This is an optimization exercise on Yosys and OpenROAD, whose aim is small area, a short achievable clock period and few clock cycles, not a production implementation. The RTL was checked by simulation tests, not by an equivalence proof against the original design. No activity file was given, so power comes from the tool's default toggle rates.

File: design/flow/config.mk
export PLATFORM = sky130hd
export DESIGN_NAME = bounded_sorted_set_intersect
export DESIGN_NICKNAME = bounded_sorted_set_intersect
export VERILOG_FILES = /design/flow/design.v
export SDC_FILE = /design/flow/constraint.sdc
export NUM_CORES = 4
export LEC_CHECK = 0
export CAP_MARGIN = 20
export CORE_MARGIN = 2
export CORE_UTILIZATION = 50
export CTS_BUF_LIST = sky130_fd_sc_hd__clkbuf_4 sky130_fd_sc_hd__clkbuf_8 sky130_fd_sc_hd__clkbuf_16
export CTS_CLUSTER_DIAMETER = 80
export CTS_CLUSTER_SIZE = 20
export SETUP_SLACK_MARGIN = 2.8
export SLEW_MARGIN = 20
File: design/flow/constraint.sdc
create_clock -name core_clock -period 5.4 [get_ports {i_clk}]
set_input_delay 1.0800 -clock core_clock [delete_from_list [all_inputs] [get_ports {i_clk}]]
set_output_delay 1.0800 -clock core_clock [all_outputs]
set_load 0.01 [all_outputs]
File: design/flow/design.v
`timescale 1ns / 1ps
`default_nettype none
package bsi_pkg;
    localparam logic [1:0] OP_PUSH_LEFT  = 2'd0;
    localparam logic [1:0] OP_PUSH_RIGHT = 2'd1;
    localparam logic [1:0] OP_RUN        = 2'd2;
    typedef struct packed {
        logic push_left;
        logic push_right;
        logic run_start;
        logic skip_adv;
        logic trim_dec;
        logic rd_trim;
        logic merge_i;
        logic merge_j;
        logic ld_elem;
        logic ld_sum;
    } t_cmd;
    typedef struct packed {
        logic j_lt_rend;
        logic i_lt_lcnt;
        logic r_lt_lo;
        logic r_gt_hi;
        logic a_lt_b;
        logic b_lt_a;
        logic out_free;
    } t_status;
endpackage
`default_nettype wire
`timescale 1ns / 1ps
`default_nettype none
module bsi_cmp (
    input  wire logic [31:0] i_a,
    input  wire logic [31:0] i_b,
    output      logic        o_gt,
    output      logic        o_lt
);
    logic [31:0] g1, l1, e1;
    logic [15:0] g2, l2, e2;
    logic [7:0]  g3, l3, e3;
    logic [3:0]  g4, l4, e4;
    logic [1:0]  g5, l5, e5;
    always_comb begin
        g1 = i_a & ~i_b;
        l1 = ~i_a & i_b;
        e1 = ~(i_a ^ i_b);
        for (int k = 0; k < 16; k++) begin
            g2[k] = g1[2*k+1] | (e1[2*k+1] & g1[2*k]);
            l2[k] = l1[2*k+1] | (e1[2*k+1] & l1[2*k]);
            e2[k] = e1[2*k+1] & e1[2*k];
        end
        for (int k = 0; k < 8; k++) begin
            g3[k] = g2[2*k+1] | (e2[2*k+1] & g2[2*k]);
            l3[k] = l2[2*k+1] | (e2[2*k+1] & l2[2*k]);
            e3[k] = e2[2*k+1] & e2[2*k];
        end
        for (int k = 0; k < 4; k++) begin
            g4[k] = g3[2*k+1] | (e3[2*k+1] & g3[2*k]);
            l4[k] = l3[2*k+1] | (e3[2*k+1] & l3[2*k]);
            e4[k] = e3[2*k+1] & e3[2*k];
        end
        for (int k = 0; k < 2; k++) begin
            g5[k] = g4[2*k+1] | (e4[2*k+1] & g4[2*k]);
            l5[k] = l4[2*k+1] | (e4[2*k+1] & l4[2*k]);
            e5[k] = e4[2*k+1] & e4[2*k];
        end
        o_gt = g5[1] | (e5[1] & g5[0]);
        o_lt = l5[1] | (e5[1] & l5[0]);
    end
endmodule
`default_nettype wire
`timescale 1ns / 1ps
`default_nettype none
module bounded_sorted_set_intersect #(
    parameter int LIST_DEPTH = 32,
    parameter int ID_WIDTH   = 32
) (
    input  wire logic        i_clk,
    input  wire logic        i_rst_n,
    input  wire logic        i_valid,
    output      logic        o_ready,
    input  wire logic [1:0]  i_operation,
    input  wire logic [31:0] i_value,
    input  wire logic [31:0] i_lower_bound,
    input  wire logic [31:0] i_upper_bound,
    output      logic        o_valid,
    input  wire logic        i_ready,
    output      logic [31:0] o_common_value,
    output      logic        o_is_element,
    output      logic [5:0]  o_match_count,
    output      logic        o_last
);
    localparam logic [2:0] F_IDLE  = 3'd0;
    localparam logic [2:0] F_SKIP  = 3'd1;
    localparam logic [2:0] F_TRIM  = 3'd2;
    localparam logic [2:0] F_WINIT = 3'd3;
    localparam logic [2:0] F_WALK  = 3'd4;
    localparam logic [1:0] B_BUB  = 2'd0;
    localparam logic [1:0] B_ELEM = 2'd1;
    localparam logic [1:0] B_END  = 2'd2;
    logic        r_rdy;
    logic        a_v;
    logic [1:0]  a_op;
    logic [31:0] a_val, a_hi;       
    logic [31:0] lmem [32];
    logic [31:0] rmem [32];
    logic [31:0] matched;
    logic [5:0]  lcnt, rcnt;
    logic        lsorted, rsorted;
    logic [31:0] llast, rlast;
    logic [5:0]  wi, wi1, wj, wj1;
    logic        l_pend, r_pend;
    logic [31:0] hl, hr;
    logic [5:0]  mlim;           
    logic        dw, rl;         
    logic [5:0]  lim_l, lim_r;   
    logic        s_act;
    logic [5:0]  sa, sa1, send, scnt;
    logic [31:0] hs;
    logic        ms, a_ok;        
    logic [1:0]  bst;
    logic [31:0] hb;
    logic        mb, bl, bg;
    logic [5:0]  bidx;
    logic [31:0] s_lo, s_hi;
    logic [2:0]  fb;
    logic [5:0]  j0, rend;
    logic        sw_ok, safe, safe_l;
    logic        r_ov;
    logic [31:0] r_oval;
    logic        r_oel, r_olast;
    logic [5:0]  r_ocnt;
    logic accept, is_l, is_r, is_run, lwe, rwe, r_lwe, r_rwe;
    assign accept = i_valid && r_rdy;
    assign is_l   = a_v && (a_op == bsi_pkg::OP_PUSH_LEFT);
    assign is_r   = a_v && (a_op == bsi_pkg::OP_PUSH_RIGHT);
    assign is_run = a_v && (a_op == bsi_pkg::OP_RUN);
    assign lwe    = r_lwe;
    assign rwe    = r_rwe;
    logic fast_sw, busy, d_sw, n_sw, ep_sw, dw_done, fb_start, fb_fin;
    logic drain, hold, f_winit, f_tend;
    assign busy     = l_pend && r_pend;
    assign fast_sw  = is_run && sw_ok;
    assign d_sw     = fast_sw && busy;
    assign fb_start = is_run && (fb == F_IDLE) && !(lsorted && rsorted) && !s_act && !dw && !rl;
    assign fb_fin   = (fb == F_WALK) && !busy;
    assign n_sw     = (fast_sw && !busy) || fb_fin;
    assign ep_sw    = fast_sw || fb_fin;
    assign dw_done  = dw && !busy;
    assign drain    = is_run ? ep_sw : (is_r ? safe : (is_l ? safe_l : 1'b1));
    assign hold     = a_v && !drain;
    assign f_winit  = (fb == F_WINIT);
    logic can_step, w_lt, w_gt, adv_i, adv_j, w_match, ld_l, ld_r;
    assign can_step = ((fb == F_IDLE) || (fb == F_WALK)) && busy;
    bsi_cmp u_wcmp (.i_a(hl), .i_b(hr), .o_gt(w_gt), .o_lt(w_lt));
    assign adv_i    = can_step && !w_gt;
    assign adv_j    = can_step && !w_lt;
    assign w_match  = can_step && !w_lt && !w_gt;
    assign ld_l     = f_winit || rl || adv_i;
    assign ld_r     = f_winit || rl || adv_j;
    logic hl_w0, hl_w1, hr_w0, hr_w1;
    assign hl_w0 = !dw && lwe && (lcnt == wi);
    assign hl_w1 = !dw && lwe && (lcnt == wi1);
    assign hr_w0 = !dw && rwe && (rcnt == wj);
    assign hr_w1 = !dw && rwe && (rcnt == wj1);
    logic [31:0] l_rd, r_rd, s_rd;
    assign l_rd = lmem[wi1[4:0]];
    assign r_rd = rmem[wj1[4:0]];
    assign s_rd = rmem[sa1[4:0]];
    logic b_elem, b_end, b_bub, out_free;
    logic s_stop, s_need, s_sum, s_emit, k_go, move, s_start, s_go;
    assign b_elem   = (bst == B_ELEM);
    assign b_end    = (bst == B_END);
    assign b_bub    = (bst == B_BUB);
    assign out_free = !r_ov || i_ready;
    assign s_stop   = b_end || (b_elem && bg);
    assign s_need   = b_elem && !bg && mb && !bl;
    assign s_sum    = s_act && s_stop && out_free;
    assign s_emit   = s_act && s_need && out_free;
    assign k_go     = b_bub || (b_elem && bl);
    assign move     = (s_act && !s_stop && (!s_need || out_free) && (!dw || (sa1 < wj)))
                   || ((fb == F_SKIP) && k_go)
                   || ((fb == F_TRIM) && !b_end);
    assign s_go     = n_sw || d_sw;
    assign s_start  = s_go || fb_start;
    assign f_tend   = (fb == F_TRIM) && b_end;
    logic h_lt_lo, h_gt_hi, h_unused0, h_unused1;
    bsi_cmp u_locmp (.i_a(hs), .i_b(s_lo), .o_gt(h_unused0), .o_lt(h_lt_lo));
    bsi_cmp u_hicmp (.i_a(hs), .i_b(s_hi), .o_gt(h_gt_hi), .o_lt(h_unused1));
    logic [5:0] lcnt_n, rcnt_n, wi_n, wj_n, sa_n, rend_n;
    logic       s_act_n, l_pend_n, r_pend_n, lsorted_n, rsorted_n, dw_n, rl_n;
    logic [2:0] fb_n;
    logic       a_v_n, sw_ok_n, safe_n, safe_l_n, dr_n, rdy_n, lwe_n, rwe_n;
    logic [1:0] op_n;
    logic       lp_h, lp_a, rp_h, rp_a;
    logic a_gt, a_unused;
    bsi_cmp u_ocmp (.i_a(a_val), .i_b(a_op[0] ? rlast : llast), .o_gt(a_gt), .o_lt(a_unused));
    always_comb begin
        lcnt_n    = ep_sw ? 6'd0 : (lcnt + {5'd0, lwe});
        rcnt_n    = ep_sw ? 6'd0 : (rcnt + {5'd0, rwe});
        lsorted_n = ep_sw || (lsorted && !(lwe && (lcnt != 6'd0) && !a_gt));
        rsorted_n = ep_sw || (rsorted && !(rwe && (rcnt != 6'd0) && !a_gt));
        if (n_sw || dw_done || f_winit) wi_n = 6'd0;
        else if (adv_i)                 wi_n = wi1;
        else                            wi_n = wi;
        if (n_sw || dw_done)            wj_n = 6'd0;
        else if (f_winit)               wj_n = j0;
        else if (adv_j)                 wj_n = wj1;
        else                            wj_n = wj;
        fb_n = fb;
        case (fb)
            F_IDLE:  if (fb_start) fb_n = F_SKIP;
            F_SKIP:  if (!k_go) fb_n = F_TRIM;
            F_TRIM:  if (b_end) fb_n = F_WINIT;
            F_WINIT: fb_n = F_WALK;
            F_WALK:  if (fb_fin) fb_n = F_IDLE;
            default: fb_n = F_IDLE;
        endcase
        rend_n = rend;
        if (fb == F_SKIP && !k_go) rend_n = bidx;
        if (fb == F_TRIM && b_elem && !bg) rend_n = bidx + 6'd1;
        if (dw) begin
            lp_h = wi  < lim_l;
            lp_a = wi1 < lim_l;
            rp_h = wj  < lim_r;
            rp_a = wj1 < lim_r;
        end else begin
            lp_h = lwe ? (wi  <= lcnt) : (wi  < lcnt);
            lp_a = lwe ? (wi1 <= lcnt) : (wi1 < lcnt);
            if (fb == F_WALK) begin
                rp_h = wj  < rend;
                rp_a = wj1 < rend;
            end else begin
                rp_h = rwe ? (wj  <= rcnt) : (wj  < rcnt);
                rp_a = rwe ? (wj1 <= rcnt) : (wj1 < rcnt);
            end
        end
        if (n_sw || dw_done) begin
            l_pend_n = 1'b0;
            r_pend_n = 1'b0;
        end else if (f_winit) begin
            l_pend_n = (lcnt != 6'd0);
            r_pend_n = (j0 < rend);
        end else if (!can_step) begin
            l_pend_n = lp_h;
            r_pend_n = rp_h;
        end else begin
            l_pend_n = w_gt ? lp_h : lp_a;
            r_pend_n = w_lt ? rp_h : rp_a;
        end
        dw_n    = dw ? !dw_done : d_sw;
        rl_n    = dw_done;
        s_act_n = s_go || (s_act && !s_sum);
        sa_n    = s_start ? 6'd0 : (move ? sa1 : sa);
        sw_ok_n = (fb_n == F_IDLE) && lsorted_n && rsorted_n && !s_act_n && !dw_n && !rl_n;
        if (!s_act_n || n_sw)       safe_n = 1'b1;
        else if (d_sw)              safe_n = 1'b0;
        else if (move)              safe_n = rwe ? (rcnt < sa1) : (rcnt <= sa1);
        else                        safe_n = rwe ? (rcnt + 6'd1 < sa1) : (rcnt < sa1);
        if (!dw_n || d_sw)          safe_l_n = 1'b1;
        else                        safe_l_n = lwe ? (lcnt < wi) : (lcnt <= wi);
        a_v_n = accept || hold;
        op_n  = accept ? i_operation : a_op;
        case (op_n)
            bsi_pkg::OP_RUN:        dr_n = sw_ok_n;
            bsi_pkg::OP_PUSH_RIGHT: dr_n = safe_n;
            bsi_pkg::OP_PUSH_LEFT:  dr_n = safe_l_n;
            default:                dr_n = 1'b1;
        endcase
        rdy_n = !a_v_n || dr_n;
        lwe_n = a_v_n && (op_n == bsi_pkg::OP_PUSH_LEFT) && safe_l_n && !lcnt_n[5];
        rwe_n = a_v_n && (op_n == bsi_pkg::OP_PUSH_RIGHT) && safe_n && !rcnt_n[5];
    end
    always_ff @(posedge i_clk) begin
        if (accept) begin
            a_op  <= i_operation;
            a_val <= (i_operation == bsi_pkg::OP_RUN) ? i_lower_bound : i_value;
            a_hi  <= i_upper_bound;
        end
        if (lwe) begin
            lmem[lcnt[4:0]] <= a_val;
            llast <= a_val;
        end
        if (rwe) begin
            rmem[rcnt[4:0]] <= a_val;
            rlast <= a_val;
        end
        if (ld_l || hl_w0) hl <= (hl_w1 || (hl_w0 && !f_winit && !rl)) ? a_val : l_rd;
        if (ld_r || hr_w0) hr <= (hr_w1 || (hr_w0 && !f_winit && !rl)) ? a_val : r_rd;
        if (n_sw) begin
            wi1 <= 6'd1;
            wj1 <= 6'd1;
        end else if (dw_done) begin
            wi1 <= 6'd0;
            wj1 <= 6'd0;
        end else if (f_tend) begin
            wi1 <= 6'd0;
            wj1 <= j0;
        end else begin
            if (ld_l) wi1 <= wi1 + 6'd1;
            if (ld_r) wj1 <= wj1 + 6'd1;
        end
        if (d_sw) begin
            lim_l <= lcnt;
            lim_r <= rcnt;
        end
        if (f_winit) begin
            matched <= '0;
        end else begin
            if (rwe) matched[rcnt[4:0]] <= 1'b0;
            if (w_match) matched[wj[4:0]] <= 1'b1;
        end
        if (n_sw || fb_start) begin
            hs <= rmem[0];
            ms <= matched[0];
        end else if (move) begin
            hs <= s_rd;
            ms <= matched[sa1[4:0]];
        end
        if (move) begin
            hb   <= hs;
            mb   <= ms;
            bl   <= h_lt_lo;
            bg   <= h_gt_hi;
            bidx <= sa;
        end
        if (n_sw || fb_start) sa1 <= 6'd1;
        else if (d_sw) sa1 <= 6'd0;
        else if (move) sa1 <= sa1 + 6'd1;
        if (n_sw || fb_start || move) a_ok <= 1'b1;
        else if (d_sw) a_ok <= 1'b0;
        if (fast_sw || fb_start) begin
            s_lo <= a_val;
            s_hi <= a_hi;
        end else if (fb_fin) begin
            s_lo <= '0;
            s_hi <= '1;
        end
        if (fb_start) send <= rcnt;
        else if (d_sw) send <= rcnt;
        else if (n_sw || dw_done) send <= mlim;
        if (fb == F_SKIP && !k_go) j0 <= bidx;
        rend <= rend_n;
        if (s_emit) begin
            r_oval  <= hb;
            r_oel   <= 1'b1;
            r_olast <= 1'b0;
            r_ocnt  <= '0;
        end else if (s_sum) begin
            r_oval  <= '0;
            r_oel   <= 1'b0;
            r_olast <= 1'b1;
            r_ocnt  <= scnt;
        end
        if (!i_rst_n) begin
            r_rdy   <= 1'b1;
            r_lwe   <= 1'b0;
            r_rwe   <= 1'b0;
            a_v     <= 1'b0;
            lcnt    <= '0;
            rcnt    <= '0;
            lsorted <= 1'b1;
            rsorted <= 1'b1;
            wi      <= '0;
            wj      <= '0;
            wi1     <= 6'd1;
            wj1     <= 6'd1;
            mlim    <= '0;
            l_pend  <= 1'b0;
            r_pend  <= 1'b0;
            dw      <= 1'b0;
            rl      <= 1'b0;
            s_act   <= 1'b0;
            sa      <= '0;
            bst     <= B_BUB;
            scnt    <= '0;
            fb      <= F_IDLE;
            sw_ok   <= 1'b1;
            safe    <= 1'b1;
            safe_l  <= 1'b1;
            r_ov    <= 1'b0;
        end else begin
            r_rdy   <= rdy_n;
            r_lwe   <= lwe_n;
            r_rwe   <= rwe_n;
            a_v     <= a_v_n;
            lcnt    <= lcnt_n;
            rcnt    <= rcnt_n;
            lsorted <= lsorted_n;
            rsorted <= rsorted_n;
            wi      <= wi_n;
            wj      <= wj_n;
            l_pend  <= l_pend_n;
            r_pend  <= r_pend_n;
            dw      <= dw_n;
            rl      <= rl_n;
            s_act   <= s_act_n;
            sa      <= sa_n;
            fb      <= fb_n;
            sw_ok   <= sw_ok_n;
            safe    <= safe_n;
            safe_l  <= safe_l_n;
            if (n_sw || dw_done || f_winit) mlim <= 6'd0;
            else if (w_match) mlim <= wj1;
            if (s_start) bst <= B_BUB;
            else if (move) bst <= !a_ok ? B_BUB : ((sa < send) ? B_ELEM : B_END);
            if (s_go) scnt <= '0;
            else if (s_emit) scnt <= scnt + 6'd1;
            if (s_emit || s_sum) r_ov <= 1'b1;
            else if (i_ready) r_ov <= 1'b0;
        end
    end
    assign o_ready        = r_rdy;
    assign o_valid        = r_ov;
    assign o_common_value = r_oval;
    assign o_is_element   = r_oel;
    assign o_match_count  = r_ocnt;
    assign o_last         = r_olast;
endmodule
`default_nettype wire
File: design/flow/run.sh
#!/bin/bash
# synth_recipe.tcl (not shown) runs the flow's synth.tcl, then flattens the netlist and writes it again
# the make line also repeats each setting of config.mk as NAME=value (left out here)
make -C /OpenROAD-flow-scripts/flow DESIGN_CONFIG=/design/flow/config.mk WORK_HOME=/design/flow/orfs CLKGATE_MAP_FILE= SYNTH_SCRIPT=/design/flow/synth_recipe.tcl finish
==> results.yml, run 1 <==
status:
  outcome: "complete, no violations"
die:
  fp.dieH_um: 475
  die_area_sq_um: 226000
  die_w_um: 475
  fp.coreArea_sq_um: 222000
  initial_core_util_pct: 50.1
  row_count: 173
  io_pins: 144
final_layout:
  final_cells: 9359
  syn2layout_area_growth_pct: 16.9
  ff_latch_area_sq_um: 75800
  nNetsFinal: 6691
  drive_above_1_share_pct: 35.2
  finish.utilization_pct: 58.6
  fillers: 16300
  multi_input_area_sq_um: 36000
yosys:
  synth_edf_count: 2440
  synth_area_sq_um: 111000
  synth-main-ff-cell: "edfxtp_1"
  muxShareOfSynthArea_pct: 20.9
  synth_warnings: 2
  synth-seq-cells: 2563
  synth_top_family_by_area: "multiplexers"
  ys_types: 84
  yosys.area_share.simple_pct: 3.47
  postSynthAreaPerCell_sq_um: 19.4
  synth-adder-area-share_pct: 2.86
  yosysTopAreaCell: "edfxtp_1"
  yosysSeqAreaShare_pct: 68.2
  postSynthCellCount: 5727
  synth_xor_area_share_pct: 0.323
  synth_compound_area_share_pct: 2.43
  syn-num-nets: 6083
  synth_area_leaders: "edfxtp_1, mux4_2, ha_1"
  async_reset_ff_share_pct: 0
  netlist.area_leader.share_pct: 66.0
routing:
  ant_nets: 0
  drc_errors: 0
  vias_per_cell: 6.52
  vias: 61000
  dr.first_iter.drc_count: 8040
  dr.pass1.iters: 5
  wl_per_cell_um: 35.4
  wl_um: 332000
clocking:
  path_clk_slew_ps: 90
  insertion_delay_ps: 850
  cts_buffers: 153
  cts_tree: "built"
  htree_levels: 4
  clock_sinks: 2563
  clockRootBuffer: "clkbuf_16"
  cts_buffer_depth: 3
  hold_buffers: 0
worst_hold_path:
  hp-class: "register to register"
timing:
  setup_viol_count_final: 0
  relSlewSlack_pct: 30.5
  final_max_slew_viol_count: 0
  hold_violations: 0
  clock_skew_ps: 29.7
  tns_ps: 0
  layout_min_cycle_time_ps: 2970
  tightest_slew_ps: 1040
  rsz0062_at_grt: "yes"
  fmax_ghz: 0.337
  finalCritPeriodShare_pct: 55.0
setup_path:
  cp_max_fo: 8
  critPathArrivalTime_ps: 3510
  crit_type: "register to register"
  critPathRequiredTime_ps: 5940
  setup.worst_path.start_class: "register"
  endpoint_kind: "register"
power:
  power.density_nw_per_um2: 324
  power.share.clock_pct: 28.6
  netSwitchingPower_uw: 10900
  switching_share_pct: 25.9
  seqPwrFrac_pct: 53.1
  p_comb_share_pct: 18.2
  p_int_uw: 31200
  vdd_drop_max_uv: 289
  power.leakage_uw: 0.0429
  finalPower_uw: 42100
placement:
  dp.cells: 8743
  gp_congestion: 0.831
  portBuffers: 143
  dp_hpwl_um: 183000
global_routing:
  grt_use_met1_pct: 40.3
  grt_pass1_vias: 60300
  grt_pass1_wl_um: 462000
  grt_overflow: 0
  antenna_found_initial: 8
  grt_use_total_pct: 29.2
  use_met3_pct: 4.14
  top_usage_layer: "met2"
  grt_max_degree: 94
  grt_use_met2_pct: 48.7
job:
  cap_violations: 0
layout make-up:
class / instances / area share [%]
flip-flops and latches: 2563 / 58.4
repair buffers: 741 / 7.05
diodes: 2 / 0.00385
clock buffers: 164 / 3.05
well taps: 2975 / 2.87
clock inverters: 38 / 0.324
repair inverters: 1 / 0.00385
inverters: 198 / 0.609
multi-input cells: 2677 / 27.7
state kept, by name, indices dropped and copies added, names as in the netlist, 32 cells and up:
name     cells
rlast       32
s_hi        32
llast       32
matched     32
hr          32
s_lo        32
hl          32
lmem      1024
rmem      1024
r_oval      32
hs          32
hb          32
a_val       32
a_hi        32
cells by family after synthesis:
kind of cell / Yosys count
DFF: 2563
muxes: 1104
and+or+nand+nor: 823
buffers and inverters: 509
AOI/OAI and AO/OA: 433
adders and majority gates: 254
xor gates and xnor gates: 41
layer usage:
metal | part of all wire (%) | wire length, um | up-vias
met5 | 0.0021 | 7 | -
met3 | 8.0 | 26600 | 462
met1 | 39 | 129000 | 32700
met2 | 50 | 165000 | 3073
met4 | 3.4 | 11300 | 2
li1 | - | - | 24800
cell usage after synthesis, drive strengths merged (11+ instances only):
cell    number
o211ai      20
edfxtp    2440
and2        72
o21ai       99
and3        11
clkbuf     197
buf        114
nand2b      49
ha         254
nor3        27
a31oi       71
mux4       970
or3         11
nand4       32
a21oi      117
a211oi      13
nor2b       19
a21o        37
xnor2       30
xor2        11
mux2        39
nand2      237
nand3       67
mux2i       95
inv        195
nor2       267
dfxtp      123
layout by cell type (no fill, tap or decap), types with 70 or more instances in the layout:
cell,instances
edfxtp_1,2440
mux4_2,970
buf_4,341
ha_1,240
inv_1,183
nor2_1,183
nand2_1,169
clkbuf_16,166
buf_12,102
clkdlybuf4s50_1,101
dfxtp_1,89
a21oi_1,79
nor2_4,79
buf_16,72
and2_1,70
per-stage QoR:
step / instance area (sq um) / hold slack [ps] / setup slack (ps)
6_report: 130000 / 429 / 2430
5_1_grt: 130000 / 432 / 2370
4_1_cts: 128000 / 427 / 2470
3_5_place_dp: 118000 / 406 / 1550
3_3_place_gp: 117000 / 407 / 1650
2_1_floorplan: 112000 / 400 / 2560
repair_timing:
action                                  in CTS  in global routing
pin swaps                                  119                 79
setup buffers                              260                 66
endpoints found under the setup margin    2481                520
resized for setup                          564                181
gates cloned                                71                 15
path summary, 6_finish.rpt:
| check | startpoint | slack (ps) | end | cells after the start |
|---|---|---|---|---|
| worst min register to register | ms | 430 | mb | 0 |
| worst max register to register | hl[11] | 2430 | hr[26] | 12 |
| worst min-delay path | ms | 430 | mb | 0 |
| worst max-delay path | hl[11] | 2430 | hr[26] | 12 |
power groups by stage:
stage | Clock (uW) | Sequential, uW | Combinational, uW
after CTS | 12200 | 22400 | 7320
after global placement | 0 | 23000 | 6370
after floorplan | 0 | 22900 | 4400
after detailed placement | 0 | 23000 | 6410
final | 12100 | 22400 | 7670
after global routing | 12900 | 22400 | 8070
critical path, cell delays in order, from the launching register on:
cell	delay [ps]
edfxtp_1	450
inv_2	90
ha_4	210
buf_6	130
buf_6	110
a2111oi_4	290
or3_4	200
a31oi_4	120
a211oi_4	300
buf_6	180
nor2_4	60
o21ai_4	210
clkbuf_16	280
Testbench counts, summed over its fixed seeds: cycles 12,978.
==> inputs of run 2 (changes only) <==
--- a/design/flow/design.v
+++ b/design/flow/design.v
@@ -193,5 +193,5 @@
     logic       a_v_n, sw_ok_n, safe_n, safe_l_n, dr_n, rdy_n, lwe_n, rwe_n;
     logic [1:0] op_n;
-    logic       lp_h, lp_a, rp_h, rp_a;
+    logic       lp_h, lp_a, rp_h, rp_a, lpn_hold, lpn_step, rpn_hold, rpn_step;
     logic a_gt, a_unused;
     bsi_cmp u_ocmp (.i_a(a_val), .i_b(a_op[0] ? rlast : llast), .o_gt(a_gt), .o_lt(a_unused));
@@ -237,16 +237,21 @@
         end
         if (n_sw || dw_done) begin
-            l_pend_n = 1'b0;
-            r_pend_n = 1'b0;
+            lpn_hold = 1'b0;
+            lpn_step = 1'b0;
+            rpn_hold = 1'b0;
+            rpn_step = 1'b0;
         end else if (f_winit) begin
-            l_pend_n = (lcnt != 6'd0);
-            r_pend_n = (j0 < rend);
-        end else if (!can_step) begin
-            l_pend_n = lp_h;
-            r_pend_n = rp_h;
+            lpn_hold = (lcnt != 6'd0);
+            lpn_step = (lcnt != 6'd0);
+            rpn_hold = (j0 < rend);
+            rpn_step = (j0 < rend);
         end else begin
-            l_pend_n = w_gt ? lp_h : lp_a;
-            r_pend_n = w_lt ? rp_h : rp_a;
+            lpn_hold = lp_h;
+            lpn_step = can_step ? lp_a : lp_h;
+            rpn_hold = rp_h;
+            rpn_step = can_step ? rp_a : rp_h;
         end
+        l_pend_n = w_gt ? lpn_hold : lpn_step;
+        r_pend_n = w_lt ? rpn_hold : rpn_step;
         dw_n    = dw ? !dw_done : d_sw;
         rl_n    = dw_done;
--- a/design/flow/config.mk
+++ b/design/flow/config.mk
@@ -12,4 +12,4 @@
 export CTS_CLUSTER_DIAMETER = 80
 export CTS_CLUSTER_SIZE = 20
-export SETUP_SLACK_MARGIN = 2.8
+export SETUP_SLACK_MARGIN = 2.6
 export SLEW_MARGIN = 20
==> results.yml, run 2 <==
yosys:
  synth_commonest_cells: "edfxtp_1, mux4_2, nor2_1, ha_1, clkbuf_1"
  ys_types: 74
  syn-num-nets: 6045
  postSynthAreaPerCell_sq_um: 19.5
  synth_warnings: 2
  synth-main-ff-cell: "edfxtp_1"
  synth_area_leaders: "edfxtp_1, mux4_2, ha_1"
  synth.most_common_cell: "edfxtp_1"
  synth_edf_count: 2440
  synth_area_sq_um: 111000
  yosysSeqAreaShare_pct: 68.2
  async_reset_ff_share_pct: 0
  netlist.area_leader.share_pct: 66.0
  postSynthCellCount: 5689
  yosysTopAreaCell: "edfxtp_1"
  synth-seq-cells: 2563
setup_path:
  cp_max_fo: 8
  crit_path_start: "a_op[0]"
  worst-path-buf-inv: 1
  path_delay_family: "compound AO/OA/AOI/OAI gates"
  critPathRequiredTime_ps: 6110
  setup.worst_path.start_class: "register"
  crit_type: "register to register"
  path_cells: "buf_12 > mux2i_1 > ha_1 > a21oi_2 > o21ai_1 > a2111oi_2 > o21ai_2 > a221o_1 > o2111a_1 > o31ai_2 > o211ai_1"
  endpoint_kind: "register"
  rr_startpoint: "a_op[0]"
  crit_path_max_incr_delay_ps: 440
  critPathArrivalTime_ps: 3710
  cpMaxStageDelayCell: "dfxtp_4"
global_routing:
  grt_pass1_wl_um: 452000
  grt_pass1_vias: 58700
  grt_max_degree: 78
  grt_overflow: 0
  antenna_found_initial: 16
  grt_use_total_pct: 28.8
worst_hold_path:
  hp-class: "register to register"
  hp-start: "r_olast"
routing:
  wl_um: 325000
  wl_per_cell_um: 35.5
  drc_errors: 0
  ant_nets: 0
  dr.pass1.iters: 5
  vias: 60200
  vias_per_cell: 6.56
  dr.first_iter.drc_count: 8255
die:
  die_w_um: 475
  initial_core_util_pct: 50.4
  die_area_sq_um: 226000
  fp.dieH_um: 475
  row_count: 172
  io_pins: 144
  fp.coreArea_sq_um: 220000
final_layout:
  drive_above_1_share_pct: 31.8
  final_common_cell: "edfxtp_1"
  final_cell_area_sq_um: 127000
  nNetsFinal: 6514
  syn2layout_area_growth_pct: 14.3
  final_cell_mix: "edfxtp_1, mux4_2, buf_4"
clocking:
  path_clk_slew_ps: 90
  clock_sinks: 2563
  cts_buffer_depth: 3
  insertion_delay_ps: 850
  htree_levels: 4
  clockRootBuffer: "clkbuf_16"
  hold_buffers: 0
  cts_tree: "built"
  cts_buffers: 153
power:
  p_int_uw: 31000
  finalPower_uw: 41900
  power.share.clock_pct: 29.2
  switching_share_pct: 25.9
  seqPwrFrac_pct: 53.4
  power.leakage_uw: 0.0410
  vdd_drop_max_uv: 420
  p_comb_share_pct: 17.4
  power.density_nw_per_um2: 330
  netSwitchingPower_uw: 10900
status:
  outcome: "complete, no violations"
timing:
  tightest_slew_ps: 1110
  finalCritPeriodShare_pct: 55.5
  tns_ps: 0
  relSlewSlack_pct: 26.2
  fmax_ghz: 0.334
  setup_viol_count_final: 0
  layout_min_cycle_time_ps: 2990
  rsz0062_at_grt: "yes"
  clock_skew_ps: 43.5
  final_max_slew_viol_count: 0
  timing.final.ws_setup_ps: 2410
  hold_violations: 0
job:
  cap_violations: 0
placement:
  place_ws_ps: 1760
  dp_hpwl_um: 197000
  gp_congestion: 0.874
  portBuffers: 143
  placed_cell_area_sq_um: 118000
-- run 2: cell types whose count changed after synthesis, sizes merged, moves of 22 or more --
cell / delta
nand2: -52
nand2b: -36
a31oi: -32
or2: +31
and2: -30
nor2b: +28
a21oi: +27
mux2i: +23
nor2: +22
-- run 2: logic make-up after synthesis --
kind of cell	after synthesis	share of synthesized area, %
AO/OA/AOI/OAI	437	2.44
adder cells (fa/ha/maj)	254	2.86
flip-flops	2563	68.2
XOR/XNOR	39	0.308
AND/OR/NAND/NOR	768	3.24
multiplexers	1128	21.1
buffers and inverters	500	1.78
-- run 2: worst paths after layout --
check | endpoint | slack [ps] | depth (start not counted)
max | r_rdy | 2410 | 11
max reg2reg | r_rdy | 2410 | 11
min | r_olast | 450 | 2
min reg2reg | r_olast | 450 | 2
-- run 2: stage by stage --
| step | utilization (%) | hold slack [ps] | std cells |
|---|---|---|---|
| detailed placement | 53.6 | 435 | 8718 |
| floorplan | - | 400 | 5689 |
| global placement | 53.4 | 412 | 8703 |
| CTS | 56.9 | 451 | 9091 |
| finish | 57.6 | 448 | 9174 |
| global route | 57.6 | 474 | 9172 |
-- run 2: worst register-to-register path, stage by stage, from the launching register on --
cell and delay [ps]:
dfxtp_4 440, buf_12 170, mux2i_1 210, ha_1 280, a21oi_2 160, o21ai_1 110, a2111oi_2 400, o21ai_2 130
a221o_1 400, o2111a_1 300, o31ai_2 170, o211ai_1 100
-- run 2: cell type report --
type | count | area, sq um
Fill cell | 16200 | 93300
Sequential cell | 2563 | 75800
Multi-Input combinational cell | 2627 | 34800
Timing Repair Buffer | 621 | 7250
Clock buffer | 173 | 4020
Tap cell | 2958 | 3700
Inverter | 192 | 733
Clock inverter | 37 | 518
Antenna cell | 3 | 7.51
-- run 2: power by group through the flow --
| stage | sequential [uW] | clock (uW) | combinational (uW) |
|---|---|---|---|
| 2_1_floorplan | 22800 | 0 | 4250 |
| 3_3_place_gp | 22900 | 0 | 6660 |
| 3_5_place_dp | 22900 | 0 | 6690 |
| 4_1_cts | 22400 | 12500 | 7100 |
| 5_1_grt | 22400 | 13100 | 7680 |
| 6_report | 22300 | 12200 | 7280 |
-- run 2: layer usage --
| metal | vias up | part of all wire (%) | GRT usage, % |
|---|---|---|---|
| met5 | - | 0.0043 | 0 |
| met4 | 2 | 3.2 | 8.86 |
| met3 | 442 | 9.8 | 5.77 |
| met2 | 3044 | 46 | 43.5 |
| met1 | 32400 | 41 | 42.5 |
| li1 | 24300 | - | - |
-- run 2: timing repair --
item                        CTS  global route
gates resized for setup     232           144
pin swaps                    52            74
cloned                       16            15
setup endpoints to repair  1676           454
buffers inserted            147            65
Testbench counts of run 2, summed over its fixed seeds: cycles 12,978.
==> inputs of run 3 (changes only) <==
--- a/design/flow/config.mk
+++ b/design/flow/config.mk
@@ -8,5 +8,5 @@
 export CAP_MARGIN = 20
 export CORE_MARGIN = 2
-export CORE_UTILIZATION = 50
+export CORE_UTILIZATION = 65
 export CTS_BUF_LIST = sky130_fd_sc_hd__clkbuf_4 sky130_fd_sc_hd__clkbuf_8 sky130_fd_sc_hd__clkbuf_16
 export CTS_CLUSTER_DIAMETER = 80
==> results.yml, run 3 <==
status:
  outcome: "complete, no violations"
final_layout:
  finish.utilization_pct: 74.1
  final_common_cell: "edfxtp_1"
  nNetsFinal: 6455
  final_cells: 8371
  final_cell_mix: "edfxtp_1, mux4_2, buf_4"
  drive_above_1_share_pct: 31.9
  syn2layout_area_growth_pct: 13.1
timing:
  fmax_ghz: 0.308
  layout_min_cycle_time_ps: 3240
  finalCritPeriodShare_pct: 60.0
  timing.final.ws_setup_ps: 2160
  tns_ps: 0
  relSlewSlack_pct: 19.6
  rsz0062_at_grt: "yes"
  final_max_slew_viol_count: 0
  hold_violations: 0
  tightest_slew_ps: 1200
  setup_viol_count_final: 0
  clock_skew_ps: 33.4
clocking:
  insertion_delay_ps: 850
  path_clk_slew_ps: 80
  cts_tree: "built"
  clockRootBuffer: "clkbuf_16"
  cts_buffers: 150
  htree_levels: 4
  clock_sinks: 2563
  hold_buffers: 0
  cts_buffer_depth: 3
yosys:
  syn-num-nets: 6045
  synth_area_sq_um: 111000
  synth_edf_count: 2440
  async_reset_ff_share_pct: 0
  synth_warnings: 2
  synth-main-ff-cell: "edfxtp_1"
  synth_area_leaders: "edfxtp_1, mux4_2, ha_1"
  ys_types: 74
  postSynthAreaPerCell_sq_um: 19.5
  synth-seq-cells: 2563
  postSynthCellCount: 5689
  yosysSeqAreaShare_pct: 68.2
  yosysTopAreaCell: "edfxtp_1"
  netlist.area_leader.share_pct: 66.0
  synth.most_common_cell: "edfxtp_1"
  synth_commonest_cells: "edfxtp_1, mux4_2, nor2_1, ha_1, clkbuf_1"
global_routing:
  grt_pass1_vias: 59300
  antenna_found_initial: 13
  grt_overflow: 0
  grt_pass1_wl_um: 425000
  grt_max_degree: 72
  grt_use_total_pct: 34.8
die:
  die_w_um: 417
  initial_core_util_pct: 65.5
  fp.coreArea_sq_um: 169000
  fp.dieH_um: 417
  die_area_sq_um: 174000
  row_count: 151
  io_pins: 144
power:
  finalPower_uw: 41500
  switching_share_pct: 25.5
  power.density_nw_per_um2: 331
  netSwitchingPower_uw: 10600
  power.share.clock_pct: 28.7
  seqPwrFrac_pct: 53.7
  vdd_drop_max_uv: 407
  power.leakage_uw: 0.0407
  p_comb_share_pct: 17.6
  p_int_uw: 31000
routing:
  vias: 60800
  vias_per_cell: 7.26
  drc_errors: 0
  ant_nets: 0
  dr.first_iter.drc_count: 9674
  dr.pass1.iters: 6
  wl_um: 301000
  wl_per_cell_um: 35.9
placement:
  portBuffers: 143
  dp.cells: 7952
  place_ws_ps: 1170
  dp_hpwl_um: 173000
  gp_congestion: 0.874
worst_hold_path:
  hp-class: "register to register"
setup_path:
  critPathArrivalTime_ps: 3950
  crit_type: "register to register"
  endpoint_kind: "register"
  critPathRequiredTime_ps: 6110
  cp_max_fo: 6
  setup.worst_path.start_class: "register"
job:
  cap_violations: 0
==> run 3: cell count changes in the layout (fill, tap and decap cells not counted), moves of 9 or more <==
cell / before / now
buf_12: 81 / 69
o21ai_2: 8 / 26
buf_4: 298 / 246
a31oi_1: 39 / 30
a31oi_2: 0 / 9
o21ai_0: 78 / 58
==> run 3: timing repair <==
action,in CTS,in global routing
endpoints found under the setup margin,677,519
resized for setup,258,200
buffers inserted,98,71
endpoints found under the hold margin,0,0
pin swaps,41,64
gates cloned,29,15
==> run 3: logic make-up after synthesis <==
| family | count (synthesis) | share of synthesized area, % |
|---|---|---|
| flip-flops | 2563 | 68.2 |
| AO/OA/AOI/OAI | 437 | 2.44 |
| adder cells (fa/ha/maj) | 254 | 2.86 |
| AND/OR/NAND/NOR | 768 | 3.24 |
| XOR/XNOR | 39 | 0.308 |
| buffers and inverters | 500 | 1.78 |
| multiplexers | 1128 | 21.1 |
==> run 3: final timing paths <==
| path | from | to | slack, ps | depth (start not counted) |
|---|---|---|---|---|
| max | a_op[0] | r_rdy | 2160 | 11 |
| min reg2reg | ms | mb | 430 | 0 |
| min | ms | mb | 430 | 0 |
| max reg2reg | a_op[0] | r_rdy | 2160 | 11 |
==> run 3: power groups by stage <==
stage | registers, uW | logic [uW] | clock network [uW]
after floorplan | 22800 | 4250 | 0
after global placement | 22900 | 6440 | 0
after detailed placement | 22900 | 6490 | 0
after CTS | 22300 | 7010 | 12000
after global routing | 22300 | 7660 | 12600
final | 22300 | 7310 | 11900
==> run 3: area by class of cell <==
cell class / count / area (sq um)
Clock buffer: 176 / 3990
Multi-Input combinational cell: 2631 / 35100
Fill cell: 9684 / 43900
Antenna cell: 1 / 2.50
Sequential cell: 2563 / 75800
Tap cell: 2218 / 2780
Inverter: 192 / 742
Clock inverter: 29 / 427
Timing Repair Buffer: 561 / 6650
==> run 3: per-stage QoR <==
stage               instance area, sq um  hold slack (ps)
finish                            126000              428
global route                      126000              440
CTS                               124000              425
detailed placement                117000              416
global placement                  117000              403
floorplan                         111000              400
==> run 3: metal layers <==
| metal | track usage (%) | vias to the layer above | routed length [um] |
|---|---|---|---|
| met3 | 8.47 | 469 | 38800 |
| li1 | - | 24200 | - |
| met2 | 52.5 | 4068 | 141000 |
| met1 | 51.7 | 32000 | 112000 |
| met4 | 9.93 | 6 | 9070 |
| met5 | 0 | - | 226 |
==> run 3: critical path, cell delays in order, from the launching register on <==
cell and delay, ps:
dfxtp_4 390, buf_12 170, buf_12 150, mux2i_4 260, ha_4 240, a21o_1 180
a21o_1 170, a221o_1 310, a221o_4 550, o2111a_1 320, o31ai_2 200, o211ai_1 110

-- separate check: timing with driven ports --
In the flow no input, the clock included, has a driving cell. The finished layouts below were timed again as built, in two steps. Step 1 sets driving cells, clkbuf_16 on the clock port and buf_2 on the other inputs (assumed; they add their load-dependent delay and slew). Step 2, shift: input delay + t, output delay - t, t = (earliest + latest rising clock arrival at the registers) / 2. This alone moves slack from input paths to output paths. a / b / c = ideal ports / drivers / drivers and shift; a / b = the first two.
| run | t (ns) | setup slack, ns | hold WS [ns] | latest minus earliest clock arrival (ns) |
|---|---|---|---|---|
| run 1 | 0.928 | 2.432 / 2.432 / 2.010 | 0.429 / 0.429 / 0.429 | 0.031 / 0.031 |
| run 2 | 0.915 | 2.405 / 2.405 / 1.914 | 0.448 / 0.448 / 0.448 | 0.045 / 0.045 |
| run 3 | 0.927 | 2.158 / 2.158 / 2.051 | 0.428 / 0.428 / 0.428 | 0.035 / 0.035 |
After both steps setup and hold are still met in every run listed. For run 2, which loses most, drivers alone change the setup slack by 0.000 ns; drivers and shift together by -0.491 ns.
